Source: an optimization exercise on an open RTL-to-GDS flow (aim: small area). Production flows keep margins and buffers that such runs may drop. Function was checked by simulation only, so behaviour that the tests miss may differ from the original.

==> design.v <==
package aes_pkg;
    typedef logic [7:0] byte_t;
    localparam int LANE_MAX = 16;
endpackage
module sbox_in
(
    input  logic [7:0] x,
    output logic [7:0] f,
    output logic [7:0] g
);
    logic a8, a9, a10, a11, a12, a13, a14, a15, a16, a17, a18, a19, a20, a21, a22, a23, a24;
    assign a8 = x[3] ^ x[6];
    assign a9 = x[4] ^ x[7];
    assign a10 = x[1] ^ a9;
    assign a11 = x[2] ^ x[7];
    assign a12 = a8 ^ a10;
    assign a13 = x[2] ^ a8;
    assign a14 = x[3] ^ a11;
    assign a15 = x[4] ^ a11;
    assign a16 = x[0] ^ a8;
    assign a17 = a12 ^ a16;
    assign a18 = a10 ^ a14;
    assign a19 = x[5] ^ a8;
    assign a20 = x[3] ^ a10;
    assign a21 = x[7] ^ a16;
    assign a22 = x[4] ^ a17;
    assign a23 = a11 ^ a17;
    assign a24 = x[5] ^ a15;
    assign f[0] = a15;
    assign f[1] = x[7];
    assign f[2] = a12;
    assign f[3] = a24;
    assign f[4] = a20;
    assign f[5] = a23;
    assign f[6] = a13;
    assign f[7] = a16;
    assign g[0] = a21;
    assign g[1] = a22;
    assign g[2] = a19;
    assign g[3] = ~a13;
    assign g[4] = a12;
    assign g[5] = a14;
    assign g[6] = a11;
    assign g[7] = ~a18;
endmodule
module sbox_core
(
    input  logic [7:0] v,
    output logic [7:0] yf,
    output logic [7:0] yi
);
    logic [21:0] y;
    logic b8, b9, b10, b11, b12, b13, b14, b15, b16, b17, b18, b19, b20, b21, b22;
    assign b8 = v[2] ^ v[5];
    assign b9 = v[1] ^ b8;
    assign b10 = v[3] ^ v[7];
    assign b11 = v[0] ^ v[2];
    assign b12 = v[6] ^ b9;
    assign b13 = v[4] ^ b12;
    assign b14 = v[2] ^ b10;
    assign b15 = v[3] ^ b11;
    assign b16 = v[3] ^ v[4];
    assign b17 = v[1] ^ b13;
    assign b18 = b11 ^ b12;
    assign b19 = b9 ^ b10;
    assign b20 = v[6] ^ b13;
    assign b21 = v[5] ^ b19;
    assign b22 = b13 ^ b15;
    assign y[0] = b12;
    assign y[1] = b13;
    assign y[2] = v[4];
    assign y[3] = b18;
    assign y[4] = b22;
    assign y[5] = b16;
    assign y[6] = b11;
    assign y[7] = b15;
    assign y[8] = v[3];
    assign y[9] = b8;
    assign y[10] = v[1];
    assign y[11] = b9;
    assign y[12] = v[5];
    assign y[13] = b21;
    assign y[14] = b19;
    assign y[15] = v[2];
    assign y[16] = b14;
    assign y[17] = b10;
    assign y[18] = v[7];
    assign y[19] = v[0];
    assign y[20] = b17;
    assign y[21] = b20;
    logic [8:0] p;
    logic [12:0] pl;
    logic [3:0] th, d;
    assign p[0] = y[0] & y[9];
    assign p[1] = y[1] & y[10];
    assign p[2] = y[2] & y[11];
    assign p[3] = y[3] & y[12];
    assign p[4] = y[4] & y[13];
    assign p[5] = y[5] & y[14];
    assign p[6] = y[6] & y[15];
    assign p[7] = y[7] & y[16];
    assign p[8] = y[8] & y[17];
    assign pl = {y[21:18], p};
    logic e13, e14, e15, e16, e17, e18, e19, e20, e21, e22, e23, e24, e25, e26;
    assign e13 = pl[5] ^ pl[6];
    assign e14 = pl[2] ^ pl[6];
    assign e15 = pl[0] ^ pl[7];
    assign e16 = pl[12] ^ e14;
    assign e17 = e15 ^ e16;
    assign e18 = pl[8] ^ e13;
    assign e19 = pl[4] ^ pl[9];
    assign e20 = e18 ^ e19;
    assign e21 = pl[8] ^ e14;
    assign e22 = pl[1] ^ pl[11];
    assign e23 = e21 ^ e22;
    assign e24 = pl[3] ^ pl[10];
    assign e25 = pl[7] ^ e13;
    assign e26 = e24 ^ e25;
    assign th[0] = e20;
    assign th[1] = e26;
    assign th[2] = e23;
    assign th[3] = e17;
    logic n25, n26, n27, n28, n30, n31, n32, n34, n35, n36, n38, n39;
    assign n25 = th[0] ^ th[1];
    assign n26 = th[0] & th[2];
    assign n27 = th[3] ^ n26;
    assign n28 = n25 & n27;
    assign d[3] = n28 ^ th[1];
    assign n30 = th[2] ^ th[3];
    assign n31 = th[1] ^ n26;
    assign n32 = n31 & n30;
    assign d[1] = n32 ^ th[3];
    assign n34 = th[2] ^ d[1];
    assign n35 = n27 ^ d[1];
    assign n36 = th[3] & n35;
    assign d[0] = n36 ^ n34;
    assign n38 = n27 ^ n36;
    assign n39 = d[3] & n38;
    assign d[2] = n25 ^ n39;
    logic [8:0] kd;
    logic h4, h5, h6, h7, h8;
    assign h4 = d[0] ^ d[1];
    assign h5 = d[2] ^ d[3];
    assign h6 = h4 ^ h5;
    assign h7 = d[0] ^ d[2];
    assign h8 = h6 ^ h7;
    assign kd[0] = d[3];
    assign kd[1] = d[2];
    assign kd[2] = h5;
    assign kd[3] = d[1];
    assign kd[4] = d[0];
    assign kd[5] = h4;
    assign kd[6] = h8;
    assign kd[7] = h7;
    assign kd[8] = h6;
    logic [17:0] zz;
    assign zz[0] = kd[0] & y[9];
    assign zz[1] = kd[1] & y[10];
    assign zz[2] = kd[2] & y[11];
    assign zz[3] = kd[3] & y[12];
    assign zz[4] = kd[4] & y[13];
    assign zz[5] = kd[5] & y[14];
    assign zz[6] = kd[6] & y[15];
    assign zz[7] = kd[7] & y[16];
    assign zz[8] = kd[8] & y[17];
    assign zz[9] = kd[0] & y[0];
    assign zz[10] = kd[1] & y[1];
    assign zz[11] = kd[2] & y[2];
    assign zz[12] = kd[3] & y[3];
    assign zz[13] = kd[4] & y[4];
    assign zz[14] = kd[5] & y[5];
    assign zz[15] = kd[6] & y[6];
    assign zz[16] = kd[7] & y[7];
    assign zz[17] = kd[8] & y[8];
    logic c18, c19, c20, c21, c22, c23, c24, c25, c26, c27, c28, c29, c30, c31, c32, c33, c34, c35, c36, c37, c38, c39, c40, c41, c42, c43, c44, c45, c46, c47, c48, c49;
    assign c18 = zz[6] ^ zz[8];
    assign c19 = zz[4] ^ zz[5];
    assign c20 = zz[12] ^ zz[14];
    assign c21 = zz[9] ^ zz[11];
    assign c22 = zz[1] ^ zz[2];
    assign c23 = c20 ^ c21;
    assign c24 = c18 ^ c22;
    assign c25 = c18 ^ c19;
    assign c26 = zz[16] ^ c24;
    assign c27 = c23 ^ c25;
    assign c28 = zz[7] ^ zz[8];
    assign c29 = zz[3] ^ zz[4];
    assign c30 = c27 ^ c28;
    assign c31 = zz[15] ^ c26;
    assign c32 = zz[12] ^ zz[13];
    assign c33 = c21 ^ c31;
    assign c34 = zz[17] ^ c32;
    assign c35 = c29 ^ c30;
    assign c36 = c26 ^ c34;
    assign c37 = c27 ^ c33;
    assign c38 = zz[0] ^ zz[1];
    assign c39 = c36 ^ c37;
    assign c40 = zz[9] ^ zz[10];
    assign c41 = c32 ^ c40;
    assign c42 = c24 ^ c39;
    assign c43 = c30 ^ c38;
    assign c44 = c23 ^ c24;
    assign c45 = c33 ^ c41;
    assign c46 = c29 ^ c38;
    assign c47 = c25 ^ c46;
    assign c48 = c35 ^ c41;
    assign c49 = c39 ^ c48;
    assign yf[0] = ~c27;
    assign yf[1] = ~c25;
    assign yf[2] = c47;
    assign yf[3] = c45;
    assign yf[4] = c44;
    assign yf[5] = ~c35;
    assign yf[6] = ~c36;
    assign yf[7] = c33;
    assign yi[0] = c27;
    assign yi[1] = c37;
    assign yi[2] = c43;
    assign yi[3] = c25;
    assign yi[4] = c49;
    assign yi[5] = c35;
    assign yi[6] = c42;
    assign yi[7] = c36;
endmodule
module sbox_sub_bytes_pipe
#(
    parameter int LANES = 16,
    parameter int CNT_W = 16
) (
    input  logic               clk,
    input  logic               rst_n,
    input  logic               flush,
    input  logic               in_valid,
    output logic               in_ready,
    input  logic               in_inv,
    input  logic [8*LANES-1:0] in_data,
    output logic               out_valid,
    input  logic               out_ready,
    output logic               out_inv,
    output logic [8*LANES-1:0] out_data,
    output logic               busy,
    output logic [CNT_W-1:0]   done_cnt
);
    logic               s1_valid_r;
    logic               s1_inv_r;
    logic [8*LANES-1:0] s1_data_r;
    logic               s2_valid_r;
    logic               s2_inv_r;
    logic [8*LANES-1:0] s2_data_r;
    logic               busy_r;
    logic [CNT_W-1:0]   done_cnt_r;
    logic               s2_adv_s;
    logic               s1_ld_s;
    logic               accept_s;
    logic               s1_valid_nxt_s;
    logic               s2_valid_nxt_s;
    logic               s1_sel_f_s, s1_sel_i_s, s1_sel_h_s;
    logic               s2_sel_f_s, s2_sel_i_s, s2_sel_h_s;
    logic [8*LANES-1:0] in_f_s, in_g_s, s1_data_nxt_s;
    logic [8*LANES-1:0] sub_f_s, sub_i_s, s2_data_nxt_s;
    assign s2_adv_s       = !s2_valid_r || out_ready;
    assign s1_ld_s        = !s1_valid_r || s2_adv_s;
    assign in_ready       = !rst_n || (!flush && s1_ld_s);
    assign accept_s       = in_valid && !flush && s1_ld_s;
    assign s1_valid_nxt_s = accept_s || (!flush && s1_valid_r && !s2_adv_s);
    assign s2_valid_nxt_s = !flush && (s2_adv_s ? s1_valid_r : s2_valid_r);
    assign s1_sel_f_s = s1_ld_s && !in_inv;
    assign s1_sel_i_s = s1_ld_s && in_inv;
    assign s1_sel_h_s = !s1_ld_s;
    assign s2_sel_f_s = s2_adv_s && !s1_inv_r;
    assign s2_sel_i_s = s2_adv_s && s1_inv_r;
    assign s2_sel_h_s = !s2_adv_s;
    for (genvar g = 0; g < LANES; g++) begin : g_lane
        sbox_in u_in (
            .x (in_data[8*g +: 8]),
            .f (in_f_s[8*g +: 8]),
            .g (in_g_s[8*g +: 8])
        );
        sbox_core u_core (
            .v  (s1_data_r[8*g +: 8]),
            .yf (sub_f_s[8*g +: 8]),
            .yi (sub_i_s[8*g +: 8])
        );
    end
    assign s1_data_nxt_s = ({8*LANES{s1_sel_f_s}} & in_f_s)
                         | ({8*LANES{s1_sel_i_s}} & in_g_s)
                         | ({8*LANES{s1_sel_h_s}} & s1_data_r);
    assign s2_data_nxt_s = ({8*LANES{s2_sel_f_s}} & sub_f_s)
                         | ({8*LANES{s2_sel_i_s}} & sub_i_s)
                         | ({8*LANES{s2_sel_h_s}} & s2_data_r);
    always_ff @(posedge clk or negedge rst_n) begin
        if (!rst_n) begin
            s1_valid_r <= 1'b0;
            s2_valid_r <= 1'b0;
            busy_r     <= 1'b0;
        end else begin
            s1_valid_r <= s1_valid_nxt_s;
            s2_valid_r <= s2_valid_nxt_s;
            busy_r     <= s1_valid_nxt_s || s2_valid_nxt_s;
        end
    end
    always_ff @(posedge clk) begin
        s1_data_r <= s1_data_nxt_s;
        s2_data_r <= s2_data_nxt_s;
        if (s1_ld_s) begin
            s1_inv_r <= in_inv;
        end
        if (s2_adv_s) begin
            s2_inv_r <= s1_inv_r;
        end
    end
    always_ff @(posedge clk or negedge rst_n) begin
        if (!rst_n) begin
            done_cnt_r <= '0;
        end else if (s2_valid_r && out_ready) begin
            done_cnt_r <= done_cnt_r + {{(CNT_W-1){1'b0}}, 1'b1};
        end
    end
    assign out_valid = s2_valid_r;
    assign out_inv   = s2_inv_r;
    assign out_data  = s2_data_r;
    assign busy      = busy_r;
    assign done_cnt  = done_cnt_r;
endmodule
==> flow/run.sh <==
#!/bin/bash
# Layout flow: the standard flow (standard.sh) with three changes, none of which touches
# the design's constraints:
#  - synthesis is the standard flow's own script (synth_recipe.tcl), so the registers are the standard
#    synthesis's, but ABC maps the logic for area (flow/area.abc) instead of speed: the
#    design has several ns of slack at the 10 ns clock;
#  - every input and output port still gets a buffer, but the smallest one (buf_1);
#  - clock tree synthesis without dummy loads, with clkbuf_16 at the leaves.
set -euo pipefail
W=$(pwd)
{
  cat <<EOF
proc abc {args} {
  set i [lsearch -exact \$args -script]
  if {\$i >= 0} { lset args [expr {\$i+1}] $W/flow/area.abc }
  puts "abc with the area script: \$args"
  yosys abc {*}\$args
}
EOF
  cat synth_recipe.tcl
} > my_synth.tcl
sed "s#SYNTH_SCRIPT=[^ ]*#SYNTH_SCRIPT=$W/my_synth.tcl#" standard.sh > my_standard.sh
bash my_standard.sh synth > synth.log 2>&1
CTS="-sink_clustering_enable -repair_clock_nets -dont_use_dummy_load"
CTS="$CTS -sink_clustering_size 30 -sink_clustering_max_diameter 100"
CTS="$CTS -buf_list sky130_fd_sc_hd__clkbuf_16 -root_buf sky130_fd_sc_hd__clkbuf_8 -tree_buf sky130_fd_sc_hd__clkbuf_8"
bash my_standard.sh "BUFFER_PORTS_ARGS=-buffer_cell sky130_fd_sc_hd__buf_1" "CTS_ARGS=$CTS" finish > layout.log 2>&1
test -f out/final.def
==> flow/area.abc <==
&get -n
&dch -f
&nf -R 1000 -p -C 32
&put
&get -n
&dch -f
&nf -R 1000 -p -C 32
&put
==> standard.sh <==
#!/bin/bash
# synth_recipe.tcl (not shown) runs the flow's synth.tcl, then flattens the netlist and writes it again
# the make line also repeats each setting of config.mk as NAME=value (left out here)
make -C /OpenROAD-flow-scripts/flow DESIGN_CONFIG=/design/flow/config.mk WORK_HOME=/design/flow/orfs CLKGATE_MAP_FILE= SYNTH_SCRIPT=/design/flow/synth_recipe.tcl "${@:-finish}"
==> config.mk <==
export PLATFORM = sky130hd
export DESIGN_NAME = sbox_sub_bytes_pipe
export DESIGN_NICKNAME = sbox_sub_bytes_pipe
export VERILOG_FILES = /design/flow/design.v
export SDC_FILE = /design/flow/constraint.sdc
export NUM_CORES = 8
export LEC_CHECK = 0
export CAP_MARGIN = 20
export CELL_PAD_IN_SITES_DETAIL_PLACEMENT = 0
export CELL_PAD_IN_SITES_GLOBAL_PLACEMENT = 0
export CORE_MARGIN = 2
export CORE_UTILIZATION = 62
export CTS_BUF_LIST = sky130_fd_sc_hd__clkbuf_16
export CTS_CLUSTER_DIAMETER = 100
export CTS_CLUSTER_SIZE = 30
export PLACE_DENSITY = 0.75
export SLEW_MARGIN = 20
==> constraint.sdc <==
create_clock -name core_clock -period 10.0 [get_ports {clk}]
set_input_delay 2.0000 -clock core_clock [delete_from_list [all_inputs] [get_ports {clk}]]
set_output_delay 2.0000 -clock core_clock [all_outputs]
set_load 0.01 [all_outputs]
==> results of run 1 <==
state kept, by name (all words and copies together), names as in the netlist:
| register | count |
|---|---|
| s2_valid_r | 1 |
| s1_inv_r | 1 |
| s1_data_r | 128 |
| s2_data_r | 128 |
| done_cnt_r | 16 |
| s2_inv_r | 1 |
| busy_r | 1 |
| s1_valid_r | 1 |
tightest hold or removal path: stages (launching register included):
cell,delay (ns)
dfxtp_1,0.34
nand2_1,0.05
o221ai_1,0.06
kinds of logic (layout without fill, tap and decap cells):
group | count (synthesis) | in the layout | share of synthesized area [%]
buffers and inverters | 74 | 380 | 1.18
muxes | 2 | 2 | 0.0903
other | 0 | 2 | 0
and+or+nand+nor | 637 | 637 | 11.6
DFF | 277 | 277 | 24.0
adders and majority gates | 33 | 33 | 1.75
AOI/OAI and AO/OA | 522 | 522 | 15.1
xor gates and xnor gates | 1228 | 1228 | 46.2
layout make-up:
type	instances	area share, %
Inverter	74	1.08
Tap cell	511	2.48
Sequential cell	277	22.0
Timing Repair Buffer	291	4.44
Antenna cell	2	0.0195
Clock buffer	15	1.33
Multi-Input combinational cell	2422	68.7
per-stage QoR:
step           hold WS [ns]  worst slack [ns]
3_3_place_gp          0.446              4.04
5_1_grt               0.497              2.90
6_report              0.475              3.52
3_5_place_dp          0.451              3.76
4_1_cts               0.476              3.62
2_1_floorplan         0.441             0.578
layer usage:
metal  wire length (um)  part of all wire (%)  vias up
met3               3800                   6.3       84
met2              29100                    48      594
met5                 24                 0.040        -
li1                   -                     -     9975
met1              26000                    43     9553
met4               1290                   2.1        4
worst min path at each step:
stage,endpoint,depth (start not counted)
2_1_floorplan,s1_data_r[0],2
5_1_grt,s1_data_r[7],2
3_5_place_dp,s2_data_r[102],2
6_report,s2_data_r[89],2
4_1_cts,s2_data_r[102],2
3_3_place_gp,s2_data_r[89],2
cells in the final DEF (no fill, tap or decap), types with 10 or more instances in the layout:
master / instances
a222oi_1: 25
buf_1: 281
nor2b_1: 55
clkinv_1: 74
ha_1: 33
o21ai_0: 184
clkbuf_16: 12
xnor2_1: 753
nand2_1: 314
dfxtp_1: 256
dfrtp_1: 19
a21oi_1: 53
o221ai_1: 73
nor2_1: 178
nand2b_1: 56
xor2_1: 465
a221o_1: 27
xnor3_1: 10
a22oi_1: 139
==> results.yml, run 1 <==
global_route:
  grt_pass1_vias: 20000
  use_met2_pct: 52.7
  grt_overflow_total: 0
  antenna_found_initial: 4
  track_usage_pct: 29.7
  use_met3_pct: 4.14
  top_usage_layer: "met2"
  grt_pass1_wl_um: 97600
  met1_usage_pct: 37.5
  grt_max_degree: 133
critical_path:
  endpoint: "s2_data_r[94]"
  cp.required_ns: 10.42
  crit_buf_inv: 1
  startpoint: "s1_data_r[90]"
  reg2reg_depth: 21
  crit_slowest_cell: "a21boi_0"
  worstSetupStartpointType: "register"
  r2r-end: "s2_data_r[94]"
  cp.arrival_ns: 6.89
  worst_path_most_repeated_cell: "xnor2_1"
  reg2reg_from: "s1_data_r[90]"
  crit_family: "XOR/XNOR gates"
  cp_cell_sequence: "xnor2_1 -> xnor2_1 -> xnor2_1 -> xor2_1 -> nor2b_1 -> xor2_1 -> clkinv_1 -> o211ai_1 -> a21boi_0 -> o21ai_0 -> xor2_1 -> xnor2_1 -> nor2_1 -> xor2_1 -> xnor2_1 -> xor2_1 -> xnor3_1 -> xnor2_1 -> xnor2_1 -> xor2_1 -> o21ai_0"
  critPathMaxStageDelay_ns: 0.64
  cp_max_fo: 5
  path_depth: 21
  cp-end-kind: "register"
  rrSetupSlack_ns: 3.52
  critPathKind: "reg2reg"
yosys:
  yosysTopAreaCell: "xnor2_1"
  netlist_top_cells_count: "xnor2_1 (753), xor2_1 (465), nand2_1 (316)"
  async_reset_ff_share_pct: 6.86
  synth.most_common_cell: "xnor2_1"
  synth_ff_type: "dfxtp_1"
  ys_ff_latch: 277
  yosysTopAreaCellShare_pct: 28.0
  synth_area_leaders: "xnor2_1 (28%), dfxtp_1 (22%), xor2_1 (17%)"
  syn_nets: 2940
  synth-edff-count: 2
  yosys_warnings: 1
  syn_area_per_cell_um2: 8.49
  ys_seq_area_share_pct: 24.0
  synthCells: 2773
  yosysUniqueCellTypes: 40
  syn_area_um2: 23600
sta:
  max_freq_ghz: 0.154
  finalClockSkew_ns: 0.0302
  slew_violations: 0
  setup_viol: 0
  hold_violations: 0
  slew_headroom_pct: 31.5
  rsz0062_at_grt: "false"
  min_period_ns: 6.48
  worst_pin_slew_ns: 1.03
  setup_tns_ns: 0
  finalCritPeriodShare_pct: 64.8
placement:
  dp_hpwl_um: 45200
  place.gp.congestion: 0.946
  placed_area_um2: 25400
  place.port_buffers: 281
  dp.cells: 3575
clock_tree:
  cts_buffer_depth: 3
  ctsResizeCount: 0
  clock_sinks: 277
  cts_buffers: 15
  post_cts_buffers: 0
  clock_latency_ns: 0.58
  cts_root_buffer: "clkbuf_8"
  cts_tree: "built"
  clkTransAtPathRegs_ns: 0.10
  cts_hold_buf: 0
  htreeDepth: 1
die:
  ios: 282
  die_h_um: 199
  core_area_um2: 37600
  fp-row-count: 71
  die-width_um: 199
  dieArea_um2: 39600
  start_util_pct: 62.7
cells_and_area:
  multi_input_area_um2: 17700
  drive_above_1_share_pct: 1.14
  final_cells: 3592
  final_util_pct: 68.5
  final_area_um2: 25700
  fill_cells: 3173
  area_growth_pct: 9.24
  register_area_um2: 5660
  fin_nets: 3248
routing:
  dr.pass1.iters: 7
  drtIter0Drc: 1244
  vias: 20200
  drc: 0
  via_per_inst: 5.63
  postRouteAntennaNets: 0
  wl_um: 60200
  post_drt_wl_per_cell_um: 16.7
hold_path:
  hp-class: "reg2reg"
  min_from: "s2_data_r[89]"
status:
  outcome: "no timing/DRC/antenna violations"
run:
  maxCapViolations: 0
==> run 2, diff against run 1 <==
--- a/config.mk
+++ b/config.mk
@@ -9,9 +9,9 @@
 export CELL_PAD_IN_SITES_DETAIL_PLACEMENT = 0
 export CELL_PAD_IN_SITES_GLOBAL_PLACEMENT = 0
 export CORE_MARGIN = 2
-export CORE_UTILIZATION = 62
+export CORE_UTILIZATION = 76
 export CTS_BUF_LIST = sky130_fd_sc_hd__clkbuf_16
 export CTS_CLUSTER_DIAMETER = 100
 export CTS_CLUSTER_SIZE = 30
-export PLACE_DENSITY = 0.75
+export PLACE_DENSITY = 0.89
 export SLEW_MARGIN = 20
==> run 2 against run 1 <==
Sequential share of layout area up 0.19 points. Global-route usage up 5.6 points. Setup slack worse by 0.0076 ns. Register-to-register slack about the same. Synthesized cell count unchanged. Critical path depth unchanged. Flip-flop and latch count unchanged. Maximum frequency down 0.12%. Critical endpoint is now s2_data_r[6].
==> results.yml, run 2 <==
critical_path:
  cp-end-kind: "register"
  crit_family: "XOR/XNOR gates"
  reg2reg_depth: 21
  worst_path_most_repeated_cell: "xnor2_1"
  reg2reg_from: "s1_data_r[2]"
  cp_cell_sequence: "xnor2_1 -> xnor2_1 -> xnor2_1 -> xor2_1 -> nor2b_1 -> xor2_1 -> clkinv_1 -> o211ai_1 -> a21boi_0 -> o21ai_0 -> xor2_1 -> xnor2_1 -> nor2_1 -> xor2_1 -> xnor2_1 -> xor2_1 -> xnor3_1 -> xnor2_1 -> xnor2_1 -> xor2_1 -> o21ai_0"
  cp_max_fo: 5
  worstSetupStartpointType: "register"
  path_depth: 21
  cp.arrival_ns: 6.88
  r2r-end: "s2_data_r[6]"
  rrSetupSlack_ns: 3.52
  critPathMaxStageDelay_ns: 0.60
  critPathKind: "reg2reg"
  cp.required_ns: 10.40
  crit_buf_inv: 1
  crit_slowest_cell: "a21boi_0"
hold_path:
  min_to: "s2_data_r[105]"
  hold_depth: 2
  hp-class: "reg2reg"
  min_from: "s2_data_r[105]"
yosys:
  yosys_warnings: 1
  synth_area_leaders: "xnor2_1 (28%), dfxtp_1 (22%), xor2_1 (17%)"
  synth_ff_type: "dfxtp_1"
  yosysTopAreaCellShare_pct: 28.0
  synth.most_common_cell: "xnor2_1"
  synthCells: 2773
  synth-edff-count: 2
  netlist_top_cells_count: "xnor2_1 (753), xor2_1 (465), nand2_1 (316)"
  ys_seq_area_share_pct: 24.0
  async_reset_ff_share_pct: 6.86
  yosysUniqueCellTypes: 40
  syn_area_per_cell_um2: 8.49
  yosysTopAreaCell: "xnor2_1"
  syn_area_um2: 23600
  ys_ff_latch: 277
  syn_nets: 2940
placement:
  dp_hpwl_um: 45300
  place.port_buffers: 281
  place_ws_ns: 3.69
  place.gp.congestion: 0.998
clock_tree:
  cts_buffer_depth: 3
  cts_root_buffer: "clkbuf_8"
  cts_buffers: 13
  cts_hold_buf: 0
  clock_sinks: 277
  clock_latency_ns: 0.57
  ctsResizeCount: 0
  post_cts_buffers: 0
  cts_tree: "built"
  clkTransAtPathRegs_ns: 0.12
  htreeDepth: 1
routing:
  via_per_inst: 5.96
  dr.pass1.iters: 6
  vias: 20700
  postRouteAntennaNets: 0
  wl_um: 59600
  drc: 0
  post_drt_wl_per_cell_um: 17.2
  drtIter0Drc: 1560
die:
  core_area_um2: 30600
  dieArea_um2: 32400
  die_h_um: 180
  ios: 282
  die-width_um: 180
  start_util_pct: 77.0
  fp-row-count: 64
sta:
  max_freq_ghz: 0.154
  hold_violations: 0
  worst_slack_ns: 3.52
  whs_ns: 0.479
  setup_tns_ns: 0
  finalClockSkew_ns: 0.0475
  worst_pin_slew_ns: 1.13
  slew_violations: 0
  finalCritPeriodShare_pct: 64.8
  setup_viol: 0
  slew_headroom_pct: 24.9
  min_period_ns: 6.48
  rsz0062_at_grt: "false"
cells_and_area:
  area_growth_pct: 8.31
  most-common-layout-cells: "xnor2_1 (753), xor2_1 (465), nand2_1 (314)"
  mostFrequentLayoutCell: "xnor2_1"
  diodes: 0
  drive_above_1_share_pct: 1.04
  reg_top3: "s1_data_r (128), s2_data_r (128), done_cnt_r (16)"
  fin_nets: 3245
global_route:
  grt_overflow_total: 0
  grt_pass1_wl_um: 98200
  antenna_found_initial: 0
  grt_max_degree: 89
  grt_pass1_vias: 20700
  track_usage_pct: 35.3
status:
  outcome: "no timing/DRC/antenna violations"
run:
  maxCapViolations: 0
==> run 2: cell counts after synthesis <==
Identical to the previous run, type by type.
==> run 2: final cells by class <==
type | instances | area, um2
Tap cell | 396 | 495
Fill cell | 2023 | 5080
Timing Repair Buffer | 290 | 1120
Sequential cell | 277 | 5660
Multi-Input combinational cell | 2422 | 17700
Inverter | 74 | 278
Clock buffer | 13 | 292
==> run 2: how the worst max path moves through the flow <==
stage | slack (ns) | endpoint | start
after floorplan | 0.58 | in_ready | out_ready
after global placement | 4.09 | s2_data_r[22] | s1_data_r[18]
after detailed placement | 3.69 | s2_data_r[6] | s1_data_r[2]
after CTS | 3.63 | s2_data_r[6] | s1_data_r[2]
after global routing | 2.96 | s2_data_r[6] | s1_data_r[2]
final | 3.52 | s2_data_r[6] | s1_data_r[2]
==> run 2: cell families (layout without fill, tap and decap cells) <==
| logic type | after synthesis | after routing | share of synthesized area, % |
|---|---|---|---|
| AND/OR/NAND/NOR | 637 | 637 | 11.6 |
| adder cells (fa/ha/maj) | 33 | 33 | 1.75 |
| AO/OA/AOI/OAI | 522 | 522 | 15.1 |
| flip-flops | 277 | 277 | 24.0 |
| multiplexers | 2 | 2 | 0.0903 |
| XOR/XNOR | 1228 | 1228 | 46.2 |
| buffers and inverters | 74 | 377 | 1.18 |
==> run 2: tightest hold or removal path, delay by kind of cell, from the launching register on <==
| family | cells | cell delay (ns) |
|---|---|---|
| AOI/OAI and AO/OA | 1 | 0.06 |
| DFF | 1 | 0.34 |
| and+or+nand+nor | 1 | 0.05 |
==> run 2: through the flow <==
step	instances	instance area, um2	utilization, %
3_3_place_gp	3459	25200	82.4
6_report	3472	25500	83.4
5_1_grt	3472	25500	83.4
3_5_place_dp	3459	25200	82.4
2_1_floorplan	2773	23600	-
4_1_cts	3472	25500	83.4
==> run 2: metal layers <==
layer | vias to the layer above | GRT usage, % | wire [um]
met3 | 115 | 3.72 | 3960
met1 | 9765 | 43.8 | 24400
met5 | - | 0 | 0
met4 | 0 | 11.8 | 1720
met2 | 815 | 64.0 | 29500
li1 | 9993 | - | -

==> re-timing with driven ports <==
The flow's constraints put no driver on any port. The routed layouts listed below were extracted and timed again, unchanged, in two steps. Step 1 assumes that a clkbuf_16 drives the clock port and a buf_2 every other input. Step 2 times the ports against the registers' clock, not the clock port: input delays grow and output delays shrink by t, the midpoint of the rising clock arrivals with the driver on. a / b / c = no drivers / after step 1 / after step 2; a / b = the first two.
run | shift t [ns] | slack for setup (ns) | latest minus earliest clock arrival (ns)
run 1 | 0.625 | 3.523 / 3.523 / 3.523 | 0.034 / 0.033
run 2 | 0.600 | 3.515 / 3.515 / 3.515 | 0.048 / 0.048
After both steps every run listed still meets setup and hold.
